This design comes from an exercise in tuning for small area, a short achievable clock period and few clock cycles per item on the open sky130 flow, not from production work.
The RTL was checked by simulation tests, not by an equivalence proof against the original design.
No activity file was given, so power comes from the tool's default toggle rates.

--- flow/design.v ---
package egbr_pkg;
    localparam int BUFFER_WORDS_DEF     = 3;
    localparam int MAX_PREFIX_ZEROS_DEF = 15;
    localparam int QUEUE_DEPTH          = 2;
    localparam int QPTR_W               = $clog2(QUEUE_DEPTH);
    localparam int QCNT_W               = $clog2(QUEUE_DEPTH + 1);
    localparam int MAX_COUNT            = 32;
    localparam logic [2:0] KIND_LOAD = 3'd0;
    localparam logic [2:0] KIND_GET  = 3'd1;
    localparam logic [2:0] KIND_SHOW = 3'd2;
    localparam logic [2:0] KIND_UE   = 3'd3;
    localparam logic [2:0] KIND_SE   = 3'd4;
    localparam logic [1:0] ST_OK    = 2'd0;
    localparam logic [1:0] ST_UNDER = 2'd1;
    localparam logic [1:0] ST_LONG  = 2'd2;
    localparam logic [1:0] ST_FULL  = 2'd3;
    typedef enum logic [2:0] {
        OP_NONE,
        OP_LOAD,
        OP_GET,
        OP_SHOW,
        OP_UE,
        OP_SE
    } t_op;
    typedef struct packed {
        logic [2:0]  kind;
        logic [31:0] stream_word;
        logic [5:0]  bit_count;
    } t_in_word;
    typedef struct packed {
        logic signed [32:0] value;
        logic [1:0]         status;
        logic [6:0]         bits_available;
    } t_out_word;
    typedef struct packed {
        t_op         op;
        logic [31:0] stream_word;
        logic [5:0]  count;
    } t_op_word;
    localparam int OP_WORD_W = 3 + 32 + 6;
    typedef struct packed {
        logic     valid;
        t_op_word entry;
    } t_q_head;
endpackage
module exp_golomb_bit_reader_top
#(
    parameter int BUFFER_WORDS     = egbr_pkg::BUFFER_WORDS_DEF,
    parameter int MAX_PREFIX_ZEROS = egbr_pkg::MAX_PREFIX_ZEROS_DEF
) (
    input  logic      i_clk,
    input  logic      i_rst_n,
    input  logic        i_in_valid,
    input  logic [40:0] i_in_word,     
    output logic        o_in_stall,
    output logic        o_out_valid,
    output logic [41:0] o_out_word,    
    input  logic        i_out_stall
);
    localparam logic [1:0] M_ZERO = 2'd0;
    localparam logic [1:0] M_RAW  = 2'd1;
    localparam logic [1:0] M_UE   = 2'd2;
    localparam logic [1:0] M_SE   = 2'd3;
    logic [31:0] r_w0, r_w1, r_w2;
    logic [2:0]  r_rsel;         
    logic [4:0]  r_ofs;          
    logic [1:0]  r_nw;           
    logic        r_mid_valid;
    logic [31:0] r_part;         
    logic [2:0]  r_rsh;          
    logic [1:0]  r_mode;
    logic [1:0]  r_status;
    logic        r_out_valid;
    logic [41:0] r_out;
    logic [2:0]  kind;
    logic [31:0] data;
    logic [5:0]  count;
    assign kind  = i_in_word[40:38];
    assign data  = i_in_word[37:6];
    assign count = i_in_word[5] ? 6'd32 : i_in_word[5:0];
    logic is_load, is_get, is_rd, is_ue, is_exp;
    assign is_load = (kind == egbr_pkg::KIND_LOAD);
    assign is_get  = (kind == egbr_pkg::KIND_GET);
    assign is_rd   = (kind == egbr_pkg::KIND_GET) || (kind == egbr_pkg::KIND_SHOW);
    assign is_ue   = (kind == egbr_pkg::KIND_UE);
    assign is_exp  = (kind == egbr_pkg::KIND_UE) || (kind == egbr_pkg::KIND_SE);
    logic stall, take;
    assign stall      = r_mid_valid && r_out_valid && i_out_stall;
    assign take       = i_in_valid && !stall;
    assign o_in_stall = stall;
    logic [31:0] first, second;
    assign first  = ({32{r_rsel[0]}} & r_w0) | ({32{r_rsel[1]}} & r_w1) | ({32{r_rsel[2]}} & r_w2);
    assign second = ({32{r_rsel[0]}} & r_w1) | ({32{r_rsel[1]}} & r_w2) | ({32{r_rsel[2]}} & r_w0);
    logic [62:0] a0;
    logic [46:0] a1;
    logic [38:0] a2;
    logic [34:0] a3;
    logic [32:0] a4;
    logic [31:0] top32;
    assign a0    = {first, second[31:1]};
    assign a1    = r_ofs[4] ? a0[46:0] : a0[62:16];
    assign a2    = r_ofs[3] ? a1[38:0] : a1[46:8];
    assign a3    = r_ofs[2] ? a2[34:0] : a2[38:4];
    assign a4    = r_ofs[1] ? a3[32:0] : a3[34:2];
    assign top32 = r_ofs[0] ? a4[31:0] : a4[32:1];
    logic [15:0] top16;
    assign top16 = top32[31:16];
    logic [15:0] first_one;
    logic        long_code;
    always_comb begin
        for (int k = 0; k < 16; k++)
            first_one[k] = top16[15-k] && ((top16 & ~(16'hFFFF >> k)) == 16'd0);
    end
    assign long_code = (top16 == 16'd0);
    logic [6:0] exp_pick;
    always_comb begin
        logic [5:0] s;
        logic       ok;
        exp_pick = '0;
        for (int k = 0; k < 16; k++) begin
            s  = {1'b0, r_ofs} + 6'(2*k + 1);
            ok = (r_nw != 2'd0) && !(r_nw == 2'd1 && s[5] && (s[4:0] != 5'd0));
            exp_pick = exp_pick | ({7{first_one[k]}} & {ok, ok && s[5], s[4:0]});
        end
    end
    logic       exp_ok, exp_wrap;
    logic [4:0] exp_ofs;
    assign {exp_ok, exp_wrap, exp_ofs} = exp_pick;
    logic [4:0] zeros;
    always_comb begin
        zeros = 5'd16;
        for (int i = 0; i < 16; i++) begin
            if (top16[i]) zeros = 5'(15 - i);
        end
    end
    logic [5:0] sum_rd;
    logic       rd_wrap, rd_over;
    assign sum_rd  = {1'b0, r_ofs} + count;
    assign rd_wrap = sum_rd[5];
    assign rd_over = sum_rd[5] && (sum_rd[4:0] != 5'd0);
    logic held16;
    assign held16 = r_nw[1] || (r_nw[0] && (r_ofs <= 5'd16));
    logic rd_ok;
    assign rd_ok = !((r_nw == 2'd0 && count != 6'd0) || (r_nw == 2'd1 && rd_over));
    logic [1:0] status;
    logic [1:0] mode;
    logic       load_ok;
    logic       wrap;
    logic       consume;
    always_comb begin
        status  = egbr_pkg::ST_OK;
        mode    = M_ZERO;
        load_ok = 1'b0;
        if (is_load) begin
            if (r_nw == 2'd3) status = egbr_pkg::ST_FULL;
            else              load_ok = 1'b1;
        end else if (is_rd) begin
            if (!rd_ok) status = egbr_pkg::ST_UNDER;
            else        mode   = (count == 6'd0) ? M_ZERO : M_RAW;
        end else if (is_exp) begin
            if (long_code)    status = held16 ? egbr_pkg::ST_LONG : egbr_pkg::ST_UNDER;
            else if (!exp_ok) status = egbr_pkg::ST_UNDER;
            else              mode   = is_ue ? M_UE : M_SE;
        end
    end
    assign consume = is_exp ? exp_ok : (is_get && rd_ok);
    assign wrap    = is_exp ? exp_wrap : (is_get && rd_ok && rd_wrap);
    logic [4:0] ofs_next;
    assign ofs_next = is_exp ? exp_ofs : sum_rd[4:0];
    logic [4:0]  rsh;
    logic [31:0] p1, part;
    assign rsh  = is_exp ? {~zeros[3:0], 1'b1} : 5'(6'd32 - count);
    assign p1   = rsh[4] ? {16'b0, top32[31:16]} : top32;
    assign part = rsh[3] ? {8'b0, p1[31:8]} : p1;
    logic [2:0] wsel;
    always_comb begin
        unique case (r_nw)
            2'd0:    wsel = r_rsel;
            2'd1:    wsel = {r_rsel[1:0], r_rsel[2]};
            default: wsel = {r_rsel[0], r_rsel[2:1]};
        endcase
    end
    always_ff @(posedge i_clk) begin
        if (!i_rst_n) begin
            r_rsel <= 3'b001;
            r_ofs  <= '0;
            r_nw   <= '0;
        end else if (take) begin
            if (consume) r_ofs <= ofs_next;
            if (wrap) r_rsel <= {r_rsel[1:0], r_rsel[2]};
            if (load_ok)    r_nw <= r_nw + 2'd1;
            else if (wrap)  r_nw <= r_nw - 2'd1;
        end
    end
    always_ff @(posedge i_clk) begin
        if (take && load_ok && wsel[0]) r_w0 <= data;
    end
    always_ff @(posedge i_clk) begin
        if (take && load_ok && wsel[1]) r_w1 <= data;
    end
    always_ff @(posedge i_clk) begin
        if (take && load_ok && wsel[2]) r_w2 <= data;
    end
    always_ff @(posedge i_clk) begin
        if (!i_rst_n)    r_mid_valid <= 1'b0;
        else if (!stall) r_mid_valid <= i_in_valid;
    end
    always_ff @(posedge i_clk) begin
        if (take) begin
            r_part   <= part;
            r_rsh    <= rsh[2:0];
            r_mode   <= mode;
            r_status <= status;
        end
    end
    logic [31:0] q1, q2, code;
    assign q1   = r_rsh[2] ? {4'b0, r_part[31:4]} : r_part;
    assign q2   = r_rsh[1] ? {2'b0, q1[31:2]} : q1;
    assign code = r_rsh[0] ? {1'b0, q2[31:1]} : q2;
    logic [15:0] any_below;      
    always_comb begin
        for (int i = 0; i < 16; i++) any_below[i] = |(code[15:0] & 16'((32'd1 << i) - 32'd1));
    end
    logic [32:0] value;
    always_comb begin
        unique case (r_mode)
            M_ZERO:  value = '0;
            M_RAW:   value = {1'b0, code};
            M_UE:    value = {17'b0, code[15:0] ^ ~any_below};
            default: begin
                for (int i = 0; i < 15; i++)
                    value[i] = code[i+1] ^ (code[0] && ((code[15:0] & 16'((32'd2 << i) - 32'd2)) != '0));
                value[32:15] = {18{code[0] && (code[15:1] != 15'd0)}};
            end
        endcase
    end
    logic adv;
    assign adv = !(r_out_valid && i_out_stall);
    always_ff @(posedge i_clk) begin
        if (!i_rst_n)  r_out_valid <= 1'b0;
        else if (adv)  r_out_valid <= r_mid_valid;
    end
    always_ff @(posedge i_clk) begin
        if (adv && r_mid_valid) r_out <= {value, r_status, 7'({r_nw, 5'b0}) - 7'(r_ofs)};
    end
    assign o_out_valid = r_out_valid;
    assign o_out_word  = r_out;
endmodule
--- flow/flow/run.sh ---
#!/bin/bash
set -euo pipefail
export BUFFER_PORTS_ARGS="-buffer_cell sky130_fd_sc_hd__buf_2"
bash standard.sh > flow_make.log 2>&1
--- flow/standard.sh ---
#!/bin/bash
# synth_recipe.tcl (not shown) runs the flow's synth.tcl, then flattens the netlist and writes it again
# the make line also repeats each setting of config.mk as NAME=value (left out here)
make -C /OpenROAD-flow-scripts/flow DESIGN_CONFIG=/design/flow/config.mk WORK_HOME=/design/flow/orfs CLKGATE_MAP_FILE= SYNTH_SCRIPT=/design/flow/synth_recipe.tcl "${@:-finish}"
--- flow/config.mk ---
export PLATFORM = sky130hd
export DESIGN_NAME = exp_golomb_bit_reader_top
export DESIGN_NICKNAME = exp_golomb_bit_reader_top
export VERILOG_FILES = /design/flow/design.v
export SDC_FILE = /design/flow/constraint.sdc
export NUM_CORES = 4
export LEC_CHECK = 0
export ABC_AREA = 1
export CAP_MARGIN = 20
export CORE_MARGIN = 2
export CORE_UTILIZATION = 40
export CTS_BUF_LIST = sky130_fd_sc_hd__clkbuf_8
export PLACE_DENSITY = 0.55
export SETUP_SLACK_MARGIN = 1.45
export SLEW_MARGIN = 20
--- flow/constraint.sdc ---
create_clock -name core_clock -period 5.0 [get_ports {i_clk}]
set_input_delay 1.0000 -clock core_clock [delete_from_list [all_inputs] [get_ports {i_clk}]]
set_output_delay 1.0000 -clock core_clock [all_outputs]
set_load 0.01 [all_outputs]
==> results of run 1 <==
[synthesized netlist by cell type, drive strengths merged]
master / number
a31oi: 28
a32oi: 1
nor3: 14
clkbuf: 35
o31ai: 3
nand2: 697
and2: 1
nor2: 180
nor4: 2
or2: 4
nand3b: 4
xor2: 19
and3: 4
inv: 149
a22o: 5
a21boi: 4
o311ai: 4
dfxtp: 12
o21ai: 140
o21a: 3
o22ai: 4
o211ai: 16
mux2i: 2
buf: 69
fa: 1
xnor2: 3
nand4: 28
edfxtp: 177
o21bai: 1
o221ai: 9
ha: 18
nand3: 267
a221o: 12
a22oi: 2
a221oi: 2
a21oi: 51
clkinv: 1
[where the power goes]
group / internal [uW] / switching, uW / leakage (uW)
sequential: 1860 / 53.7 / 0.00176
clock: 423 / 651 / 0.000213
combinational: 512 / 1190 / 0.00476
total: 2790 / 1890 / 0.00673
[registers in the layout (all words and copies together), names as in the netlist, 2 cells and up]
signal and flops:
r_ofs 5, r_status 2, r_w1 32, r_rsh 3, r_part 32, r_mode 2, r_rsel 3, r_w0 32
r_out 42, r_nw 2, r_w2 32
[routing by layer]
layer / wire, um / up-vias
met2: 21600 / 490
li1: - / 6781
met4: 1190 / 0
met5: 0 / -
met1: 20000 / 6488
met3: 3050 / 67
[stage by stage]
stage               utilization [%]  cell area [sq um]  power, uW
finish                         45.2              15700       4680
global route                   45.2              15700       4980
CTS                            44.0              15300       4620
detailed placement             42.8              14900       3560
global placement               42.8              14900       3550
floorplan                         -              14200       3130
[area by class of cell]
class                      instances  share of cell area, %
inverter                         150                   3.78
clock buffer                      17                   1.49
sequential                       189                   35.5
tap                              455                   3.63
clock inverter                    15                   1.08
timing repair buffer             139                   6.07
multi-input combinational       1531                   48.5
[logic make-up after synthesis]
| logic type | after synthesis | synth area share, % |
|---|---|---|
| flops | 189 | 39.3 |
| fa+ha+maj | 19 | 1.73 |
| compound gates | 285 | 12.0 |
| buf+inv | 254 | 8.45 |
| xor+xnor | 22 | 1.36 |
| simple gates | 1201 | 37.0 |
| mux | 2 | 0.141 |
[what timing repair did]
item / in CTS / in global routing
pin swaps: 0 / 5
gates cloned: 0 / 6
endpoints found under the setup margin: 25 / 58
setup buffers: 0 / 18
gates resized for setup: 6 / 42
hold buffers: 0 / 0
[worst max path at each step]
stage                       from          end  slack (ps)  cells after the start
global placement    i_in_word[5]    r_rsel[2]        1150                     18
finish                  r_ofs[4]  r_status[0]        1650                     15
global route            r_rsh[2]    r_out[24]        1450                     19
detailed placement  i_in_word[5]      r_nw[0]        1130                     20
CTS                    r_rsel[1]    r_mode[0]        1450                     19
floorplan            i_out_stall     r_out[0]        1460                      1
==> metrics.csv, run 1 <==
metric,value,unit
post-synthesis cell type count,56,
die height,192,um
status,finished clean,
worst-path maximum fanout,39,
vias in the first global route,12713,
CP peak stage delay,470,ps
Top delay family on crit path,simple AND/OR/NAND/NOR gates,
CORE AREA,34700,sq um
final worst slack,1650,ps
Post-Syn Instances,1972,
Num CTS Buffers,17,
setup TNS,0,ps
clock buffer depth,2,
hold path endpoint,r_out[8],
Crit Path Class,reg -> reg,
pwr/cell area,298,nW/um^2
Final Non-Filler Cells,2496,
1st-iter DRT viols,1190,
Synth top area share,37.6,%
I/O Buffers,88,
vias per std cell,5.54,
RR Endpoint,r_status[0],
crit-path cells,buf_12 -> nand4_1 -> nand3_1 -> nand3_1 -> nand3_1 -> nand3_1 -> nand2_2 -> nand2_1 -> inv_2 -> nand2_1 -> nor4_4 -> nand3_1 -> and3_2 -> nand3_1 -> nand3_1,
share of layout cells above drive strength 1,13.9,%
reg2reg setup slack,1650,ps
Final Slew Violations,0,
Clock transition at path regs,110,ps
routability cong.,0.963,
fillers,3581,
storage element area,5570,sq um
R2R depth,15,
initial antenna violation count,0,
leakage,0.00673,uW
Die ar.,36900,sq um
# clock sinks,189,
dpl hpwl,33800,um
WL/cell,18.4,um
GRT met1 Usage,32.2,%
area of the multi-input gates,7610,sq um
final hold vios,0,
1st-pass router iterations,6,
final setup fails,0,
post-synth top area cell,edfxtp_1,
DRC Markers,0,
"Req. time, crit path",5260,ps
synth top area cells,"edfxtp_1 (38%), nand2_1 (18%), nand3_1 (9.1%)",
class of the worst hold path,reg -> reg,
"most common cell after layout, fill and taps aside",nand2_1,
Die X-Extent,192,um
M2 GR Usage,40.9,%
total track usage,24.4,%
RSZ-0062 raised after global routing,false,
"FF+latch count, synth",189,
Hold Path Stages,0,
"commonest non-fill, non-tap cells in the layout","nand2_1 (673), nand3_1 (254), edfxtp_1 (177)",
arrival time at the worst endpoint,3610,ps
Layout area overhead,10.9,%
met3 global-route usage,3.51,%
Place WS,1130,ps
clock root cell,clkbuf_8,
CP startpoint kind,flip-flop,
Achievable Freq,0.299,GHz
Initial Util,40.8,%
Vias,13826,
Final nets,2092,
CTS H-tree depth,4,
sequential area share after synthesis,39.3,%
"most used cell, CP",nand3_1,
Placed Cells,2440,
Max-Slew Margin vs Limit,42.0,%
Clock Latency Late Sink,510,ps
Least-Margin Pin Slew,871,ps
grt peak-use layer,met2,
"Slowest-stage cell, CP",dfxtp_4,
Post-DRT Antenna Nets,0,
ratio of final minimum period to clock period,67.0,%
Post-Syn Nets,2036,
CTS tree,done,
Hold WS,427,ps
reg2reg start,r_ofs[4],
Std-Cell Rows,68,
worst path bufs/invs,2,
# IOs,89,
largest net degree at the start of global routing,68,
hold path startpoint,r_status[1],
syn avg cell area,7.18,sq um
VDD IR max,207,uV
# diodes,0,
WL final,45800,um
MaxCap Viol Count,0,
first-pass GRT wire length,69100,um
yosys warns,1,
fin crit period,3350,ps
CP Capture Type,flip-flop,
GRT overflow,0,
Mapped Area,14200,sq um
Final Skew,17.5,ps
Testbench counts, summed over its fixed seeds: cycles 12,016, items 12,000.
==> run 2: changes to the inputs <==
--- a/flow/design.v
+++ b/flow/design.v
@@ -126,12 +126,10 @@
     logic       exp_ok, exp_wrap;
     logic [4:0] exp_ofs;
     assign {exp_ok, exp_wrap, exp_ofs} = exp_pick;
-    logic [4:0] zeros;
-    always_comb begin
-        zeros = 5'd16;
-        for (int i = 0; i < 16; i++) begin
-            if (top16[i]) zeros = 5'(15 - i);
-        end
+    logic [3:0] zeros;
+    always_comb begin
+        zeros = '0;
+        for (int k = 0; k < 16; k++) zeros = zeros | ({4{first_one[k]}} & 4'(k));
     end
     logic [5:0] sum_rd;
     logic       rd_wrap, rd_over;
@@ -169,7 +167,7 @@
     assign ofs_next = is_exp ? exp_ofs : sum_rd[4:0];
     logic [4:0]  rsh;
     logic [31:0] p1, part;
-    assign rsh  = is_exp ? {~zeros[3:0], 1'b1} : 5'(6'd32 - count);
+    assign rsh  = is_exp ? {~zeros, 1'b1} : 5'(6'd32 - count);
     assign p1   = rsh[4] ? {16'b0, top32[31:16]} : top32;
     assign part = rsh[3] ? {8'b0, p1[31:8]} : p1;
     logic [2:0] wsel;
--- a/flow/config.mk
+++ b/flow/config.mk
@@ -11,5 +11,5 @@
 export CORE_UTILIZATION = 40
 export CTS_BUF_LIST = sky130_fd_sc_hd__clkbuf_8
 export PLACE_DENSITY = 0.55
-export SETUP_SLACK_MARGIN = 1.45
+export SETUP_SLACK_MARGIN = 1.4
 export SLEW_MARGIN = 20
==> run 2 against run 1 <==
Against the previous run: critical path depth grew 5; sequential share of layout area shrank 0.51 points; flip-flop and latch count is the same; first-iteration DRC count grew 2.7%; via count grew 1.4%; final area grew 1.4%; die area shrank 0.52%; synthesized cell count grew 0.86%; power grew 4.2%; worst hold slack gained 3.0 ps; critical endpoint is now r_part[10]; largest cell class unchanged; highest routed layer is now met5.
==> metrics.csv, run 2 <==
metric,value,unit,change
Crit Path Class,reg -> reg,,
Std-Cell Rows,68,,unchanged
"FF+latch count, synth",189,,unchanged
Setup crit start,r_rsel[0],,
Post-DRT Antenna Nets,0,,unchanged
Num CTS Buffers,17,,unchanged
Post-synth EDFFs,177,,unchanged
reg2reg start,r_rsel[0],,
synth top area cells,"edfxtp_1 (38%), nand2_1 (19%), nand3_1 (10%)",,
status,finished clean,,
CTS H-tree depth,4,,unchanged
Max-Slew Margin vs Limit,26.5,%,-15 points
# clock sinks,189,,unchanged
final hold vios,0,,unchanged
dpl hpwl,34600,um,+2.2%
class of the worst hold path,reg -> reg,,
top_reg_cell synth,edfxtp_1,,
"commonest non-fill, non-tap cells in the layout","nand2_1 (714), nand3_1 (272), edfxtp_1 (177)",,
register with the most flip-flops,r_out,,
share of layout cells above drive strength 1,14.3,%,+0.39 points
RSZ-0062 raised after global routing,true,,
Post-Syn Instances,1989,,+0.86%
max FFs per register,42,,unchanged
largest net degree at the start of global routing,50,,-26%
CP Capture Type,flip-flop,,
Final nets,2127,,+1.7%
Mapped Area,14100,sq um,-0.54%
I/O Buffers,88,,unchanged
fillers,3536,,-1.3%
leakage,0.00701,uW,+4.1%
final setup fails,0,,unchanged
arrival time at the worst endpoint,3700,ps,+90 ps
Vias,14019,,+1.4%
ratio of final minimum period to clock period,68.4,%,+1.4 points
fin util,46.0,%,+0.76 points
Layout area overhead,13.1,%,
WL/cell,18.7,um,+2.1%
VDD IR max,204,uV,-1.3%
Initial Util,40.7,%,-0.12 points
1st-iter DRT viols,1222,,+2.7%
yosys warns,1,,unchanged
GRT overflow,0,,unchanged
worst-path maximum fanout,25,,-36%
"count leader, synth",nand2_1,,
initial antenna violation count,1,,+1
syn avg cell area,7.08,sq um,-1.4%
sequential area share after synthesis,39.5,%,+0.21 points
Async SR Flop Fraction,0,%,unchanged
"Req. time, crit path",5280,ps,+20 ps
reg2reg setup slack,1580,ps,-70 ps
fin crit period,3420,ps,+72.1 ps
Die X-Extent,192,um,-0.26%
first-pass GRT wire length,72200,um,+4.4%
routability cong.,1.01,,+4.4%
CORE AREA,34600,sq um,-0.25%
pwr/cell area,306,nW/um^2,+2.7%
total track usage,25.8,%,+1.5 points
Die ar.,36700,sq um,-0.52%
Final Skew,22.2,ps,+4.65 ps
post-synth top area cell,edfxtp_1,,
Hold Path Stages,0,,unchanged
Clock transition at path regs,110,ps,about the same
vias per std cell,5.54,,about the same
DRC Markers,0,,unchanged
Synth top area share,37.8,%,+0.20 points
Achievable Freq,0.292,GHz,-2.1%
vias in the first global route,12920,,+1.6%
setup TNS,0,ps,unchanged
"most common cell after layout, fill and taps aside",nand2_1,,
post-synthesis cell type count,60,,+7.1%
RR Endpoint,r_part[10],,
Clock Latency Late Sink,530,ps,+20 ps
R2R depth,20,,+5
# IOs,89,,unchanged
Post-Syn Nets,2053,,+0.83%
WL final,47400,um,+3.6%
1st-pass router iterations,7,,+1
Final Slew Violations,0,,unchanged
clock root cell,clkbuf_8,,
Worst Setup EP,r_part[10],,
synth cell count leaders,"nand2_1 (723), nand3_1 (285), edfxtp_1 (177)",,
CTS tree,done,,
clock buffer depth,2,,unchanged
die height,192,um,-0.26%
CP startpoint kind,flip-flop,,
# diodes,0,,unchanged
Least-Margin Pin Slew,1090,ps,+222 ps
MaxCap Viol Count,0,,unchanged
run 2: kinds of logic (layout without fill, tap and decap cells):
group,Yosys count,in the layout,share of synthesized area [%]
XOR/XNOR,26,26,1.62
buffers and inverters,253,340,8.35
AO/OA/AOI/OAI,240,240,10.2
adder cells (fa/ha/maj),19,19,1.74
flip-flops,189,189,39.5
multiplexers,6,6,0.427
AND/OR/NAND/NOR,1256,1256,38.2
run 2: what timing repair did:
item                       CTS  global route
setup endpoints to repair   69            66
cloned                       2             5
hold buffers                 0             0
buffers inserted             2            25
pin swaps                    0             8
gates resized for setup     15            74
run 2: cell type report:
class / count / area [sq um] / area share, %
clock buffer: 17 / 234 / 1.47
sequential: 189 / 5570 / 35.0
timing repair inverter: 4 / 25.0 / 0.157
timing repair buffer: 153 / 1100 / 6.88
clock inverter: 15 / 226 / 1.42
inverter: 151 / 606 / 3.80
tap: 455 / 569 / 3.58
multi-input combinational: 1547 / 7590 / 47.7
run 2: how the worst min path moves through the flow:
stage	to	from
after floorplan	r_out[7]	r_status[0]
after global placement	r_out[7]	r_status[0]
after detailed placement	r_out[7]	r_status[0]
after CTS	r_out[7]	r_status[0]
after global routing	r_out[7]	r_status[0]
final	r_out[7]	r_status[0]
run 2: power by group:
| part | internal, uW | switching, uW |
|---|---|---|
| logic | 573 | 1240 |
| registers | 1860 | 55.5 |
| clock network | 480 | 670 |
| total | 2910 | 1970 |
run 2: per-stage QoR:
| stage | power (uW) | cell area [sq um] | hold WS (ps) | cells | worst slack [ps] |
|---|---|---|---|---|---|
| 6_report | 4880 | 15900 | 430 | 2531 | 1580 |
| 5_1_grt | 5180 | 15900 | 441 | 2531 | 1360 |
| 4_1_cts | 4750 | 15400 | 434 | 2501 | 1420 |
| 3_5_place_dp | 3590 | 14800 | 408 | 2465 | 779 |
| 3_3_place_gp | 3590 | 14800 | 404 | 2465 | 880 |
| 2_1_floorplan | 3110 | 14100 | 400 | 1989 | 1460 |
run 2: critical path: stages (launching register included):
cell and delay (ps):
dfxtp_4 420, buf_16 180, nand2_1 70, nand3_1 180, nand2_1 140, nand3_1 110, nand3_1 130, nand3_1 190
nand3_2 170, nand2_4 110, inv_2 130, nand2_1 110, nor2_4 160, nand2_1 90, a21oi_2 190, nor2_2 80
nand4_4 120, buf_8 170, nand4_1 180, nand3_1 180, nand2_1 60
run 2: metal layers:
metal / vias to the layer above / wire (um) / track usage (%)
li1: 6819 / - / -
met3: 79 / 3340 / 4.90
met4: 2 / 1570 / 10.0
met1: 6586 / 20300 / 33.6
met2: 533 / 22300 / 42.3
met5: - / 13 / 0
Testbench counts of run 2, summed over its fixed seeds: cycles 12,016, items 12,000.
==> run 3: changes to the inputs <==
--- a/flow/config.mk
+++ b/flow/config.mk
@@ -11,5 +11,5 @@
 export CORE_UTILIZATION = 40
 export CTS_BUF_LIST = sky130_fd_sc_hd__clkbuf_8
 export PLACE_DENSITY = 0.55
-export SETUP_SLACK_MARGIN = 1.4
+export SETUP_SLACK_MARGIN = 1.5
 export SLEW_MARGIN = 20
==> run 3 against run 2 <==
Against the previous run: setup slack better by 62 ps; worst hold slack improved by 15 ps; critical path depth fell by 2; register-to-register slack improved by 60 ps; maximum frequency is 1.8% higher; routed wire length up 1.8%; first-iteration DRC count is 10% higher; clock skew up 6.4 ps; cell count rose by 1.2%; flip-flop and latch count stayed put; critical endpoint is now r_part[1]; highest routed layer is now met4.
==> metrics.csv, run 3 <==
metric,value,unit,change
Post-Syn Nets,2053,,unchanged
top_reg_cell synth,edfxtp_1,,
Top delay family on crit path,simple AND/OR/NAND/NOR gates,,
RR Endpoint,r_part[1],,
Clock Latency Late Sink,530,ps,about the same
fin crit period,3360,ps,-61.7 ps
WP depth,18,,-10%
Post-DRT Antenna Nets,0,,unchanged
WL final,48300,um,+1.8%
"commonest non-fill, non-tap cells in the layout","nand2_1 (702), nand3_1 (237), edfxtp_1 (177)",,
MaxCap Viol Count,0,,unchanged
"most used cell, CP",nand3_2,,
R2R depth,18,,-10%
hold path startpoint,r_status[1],,
arrival time at the worst endpoint,3650,ps,-50 ps
"Slowest-stage cell, CP",dfxtp_4,,
"FF+latch count, synth",189,,unchanged
Clock transition at path regs,130,ps,+20 ps
syn avg cell area,7.08,sq um,unchanged
Final Skew,28.6,ps,+6.36 ps
crit-path cells,buf_12 -> nand4_1 -> nand3_2 -> nand3_1 -> nand3_2 -> nand3_1 -> nand2_2 -> nand2_4 -> nor2_8 -> nand2_2 -> nor2_4 -> buf_4 -> nand2_4 -> nand4_4 -> buf_12 -> nand4_1 -> nand3_2 -> nand2_1,,
sequential area share after synthesis,39.5,%,unchanged
CP Capture Type,flip-flop,,
Final nets,2157,,+1.4%
Crit Path Class,reg -> reg,,
met3 global-route usage,4.57,%,-0.33 points
class of the worst hold path,reg -> reg,,
vias in the first global route,12639,,-2.2%
1st-pass router iterations,6,,-1
grt peak-use layer,met2,,
Std-Cell Rows,68,,unchanged
leakage,0.00731,uW,+4.3%
share of layout cells above drive strength 1,18.1,%,+3.8 points
VDD IR max,275,uV,+35%
register with the most flip-flops,r_out,,
Max-Slew Margin vs Limit,36.9,%,+10 points
GRT met1 Usage,33.8,%,+0.12 points
vias per std cell,5.53,,-0.24%
Die X-Extent,192,um,unchanged
# IOs,89,,unchanged
synth top area cells,"edfxtp_1 (38%), nand2_1 (19%), nand3_1 (10%)",,
clock buffer depth,2,,unchanged
Least-Margin Pin Slew,944,ps,-149 ps
hold path endpoint,r_out[8],,
final hold vios,0,,unchanged
clock root cell,clkbuf_8,,
Num CTS Buffers,17,,unchanged
post-synth top area cell,edfxtp_1,,
cts hold-fix bufs,0,,unchanged
post-synthesis cell type count,60,,unchanged
reg2reg start,r_ofs[4],,
first-pass GRT wire length,70500,um,-2.3%
WL/cell,18.9,um,+0.60%
Hold Path Stages,0,,unchanged
# diodes,0,,unchanged
dpl hpwl,33700,um,-2.6%
"Req. time, crit path",5290,ps,about the same
Synth top area share,37.8,%,unchanged
"most common cell after layout, fill and taps aside",nand2_1,,
largest net degree at the start of global routing,69,,+38%
Mapped Area,14100,sq um,unchanged
total track usage,25.0,%,-0.80 points
fillers,3542,,+0.17%
# clock sinks,189,,unchanged
reg2reg setup slack,1640,ps,+60 ps
worst path bufs/invs,3,,unchanged
worst-path maximum fanout,32,,+28%
Post-synth EDFFs,177,,unchanged
Final Slew Violations,0,,unchanged
setup TNS,0,ps,unchanged
Vias,14151,,+0.94%
"count leader, synth",nand2_1,,
CTS H-tree depth,4,,unchanged
yosys warns,1,,unchanged
DRC Markers,0,,unchanged
GRT overflow,0,,unchanged
pwr/cell area,295,nW/um^2,-3.7%
die height,192,um,unchanged
CORE AREA,34600,sq um,unchanged
Achievable Freq,0.298,GHz,+1.8%
CP startpoint kind,flip-flop,,
CP peak stage delay,460,ps,+40 ps
initial antenna violation count,0,,-1
Async SR Flop Fraction,0,%,unchanged
CTS tree,done,,
1st-iter DRT viols,1345,,+10%
Post-Syn Instances,1989,,unchanged
Hold WS,445,ps,+15.3 ps
final setup fails,0,,unchanged
status,finished clean,,
RSZ-0062 raised after global routing,true,,
I/O Buffers,88,,unchanged
Die ar.,36700,sq um,unchanged
ratio of final minimum period to clock period,67.2,%,-1.2 points
routability cong.,1.01,,+0.73%
Layout area overhead,17.1,%,
max FFs per register,42,,unchanged
M2 GR Usage,40.3,%,-2.1 points
Initial Util,40.7,%,unchanged
synth cell count leaders,"nand2_1 (723), nand3_1 (285), edfxtp_1 (177)",,
run 3: cell count changes in the layout (fill, tap and decap cells not counted), sizes merged:
cell | before | now
nand2 | 737 | 739
inv | 148 | 153
clkinv | 10 | 8
clkinvlp | 10 | 7
clkbuf | 20 | 28
buf | 150 | 172
bufinv | 2 | 0
run 3: how the worst max path moves through the flow:
stage,from,endpoint,slack [ps]
floorplan,i_out_stall,r_w0[0],1550
global placement,r_ofs[3],r_part[0],880
detailed placement,r_ofs[3],r_part[21],920
CTS,r_rsel[0],r_part[21],1500
global route,r_rsel[0],r_nw[0],1420
finish,r_ofs[4],r_part[1],1640
run 3: cell type report:
| class | count | area, sq um | share of cell area (%) |
|---|---|---|---|
| multi-input cells | 1549 | 7900 | 47.9 |
| flip-flops and latches | 189 | 5570 | 33.8 |
| repair buffers | 183 | 1430 | 8.69 |
| inverters | 151 | 604 | 3.67 |
| well taps | 455 | 569 | 3.45 |
| clock buffers | 17 | 234 | 1.42 |
| clock inverters | 15 | 156 | 0.949 |
| repair inverters | 2 | 15.0 | 0.0911 |
run 3: power by group:
group	internal [uW]	total [uW]	switching (uW)	leakage, uW
logic	634	1910	1280	0.00534
registers	1860	1920	56.5	0.00176
clock network	373	1040	665	0.000203
run 3: worst reg2reg max path, stage by stage, from the launching register on:
cell and delay (ps):
dfxtp_4 460, buf_12 220, nand4_1 240, nand3_2 170, nand3_1 130, nand3_2 110
nand3_1 120, nand2_2 150, nand2_4 100, nor2_8 140, nand2_2 90, nor2_4 140
buf_4 140, nand2_4 80, nand4_4 250, buf_12 160, nand4_1 170, nand3_2 190
nand2_1 60
run 3: cell families after synthesis:
kind of cell,synth area share (%)
muxes,0.427
adders and majority gates,1.74
DFF,39.5
AOI/OAI and AO/OA,10.2
xor gates and xnor gates,1.62
buffers and inverters,8.35
and+or+nand+nor,38.2
run 3: layer usage:
layer  up-vias  share of wire, %
met1      6695                44
met5         -                 0
met4         0               2.6
met3        77               6.4
met2       486                47
li1       6893                 -
run 3: timing repair:
action,CTS,global route
resized for setup,24,127
gates cloned,2,12
setup buffers,8,50
pin swaps,1,33
endpoints found under the setup margin,66,66
run 3: metrics by stage:
step	worst slack, ps	power [uW]	instances	area, sq um	utilization (%)
after floorplan	1550	3110	1989	14100	-
after global placement	877	3580	2457	14800	42.7
after detailed placement	923	3570	2457	14800	42.7
after CTS	1500	4650	2499	15300	44.3
after global routing	1420	5170	2561	16500	47.6
final	1640	4860	2561	16500	47.6

-- what the ideal ports hide --
The flow's constraints put no driver on any port. The routed layouts listed below were extracted and timed again, unchanged, in two steps.
Step 1, drivers: a clkbuf_16 drives i_clk and a buf_2 each remaining input, both assumed.
Step 2 moves the port delays by t, midway between the first and last clock arrival at a register: inputs arrive t later, outputs are due t later. That takes back most of the time a late clock gives input paths.
Three values: no drivers, after step 1, after step 2; two values: the first two.
run	t (ns)	setup slack, ns	worst hold slack (ns)	worst setup path at the end	pins driven straight from the clock port
run 1	0.557	1.651 / 1.651 / 1.257	0.427 / 0.427 / 0.427	input to register	1
run 2	0.571	1.579 / 1.579 / 1.094	0.430 / 0.430 / 0.430	input to register	1
run 3	0.565	1.641 / 1.641 / 1.289	0.445 / 0.445 / 0.445	input to register	1
After both steps every run listed still meets setup and hold. The setup slack of run 2, which loses most, moves by 0.000 ns with the drivers and by -0.485 ns with both steps.
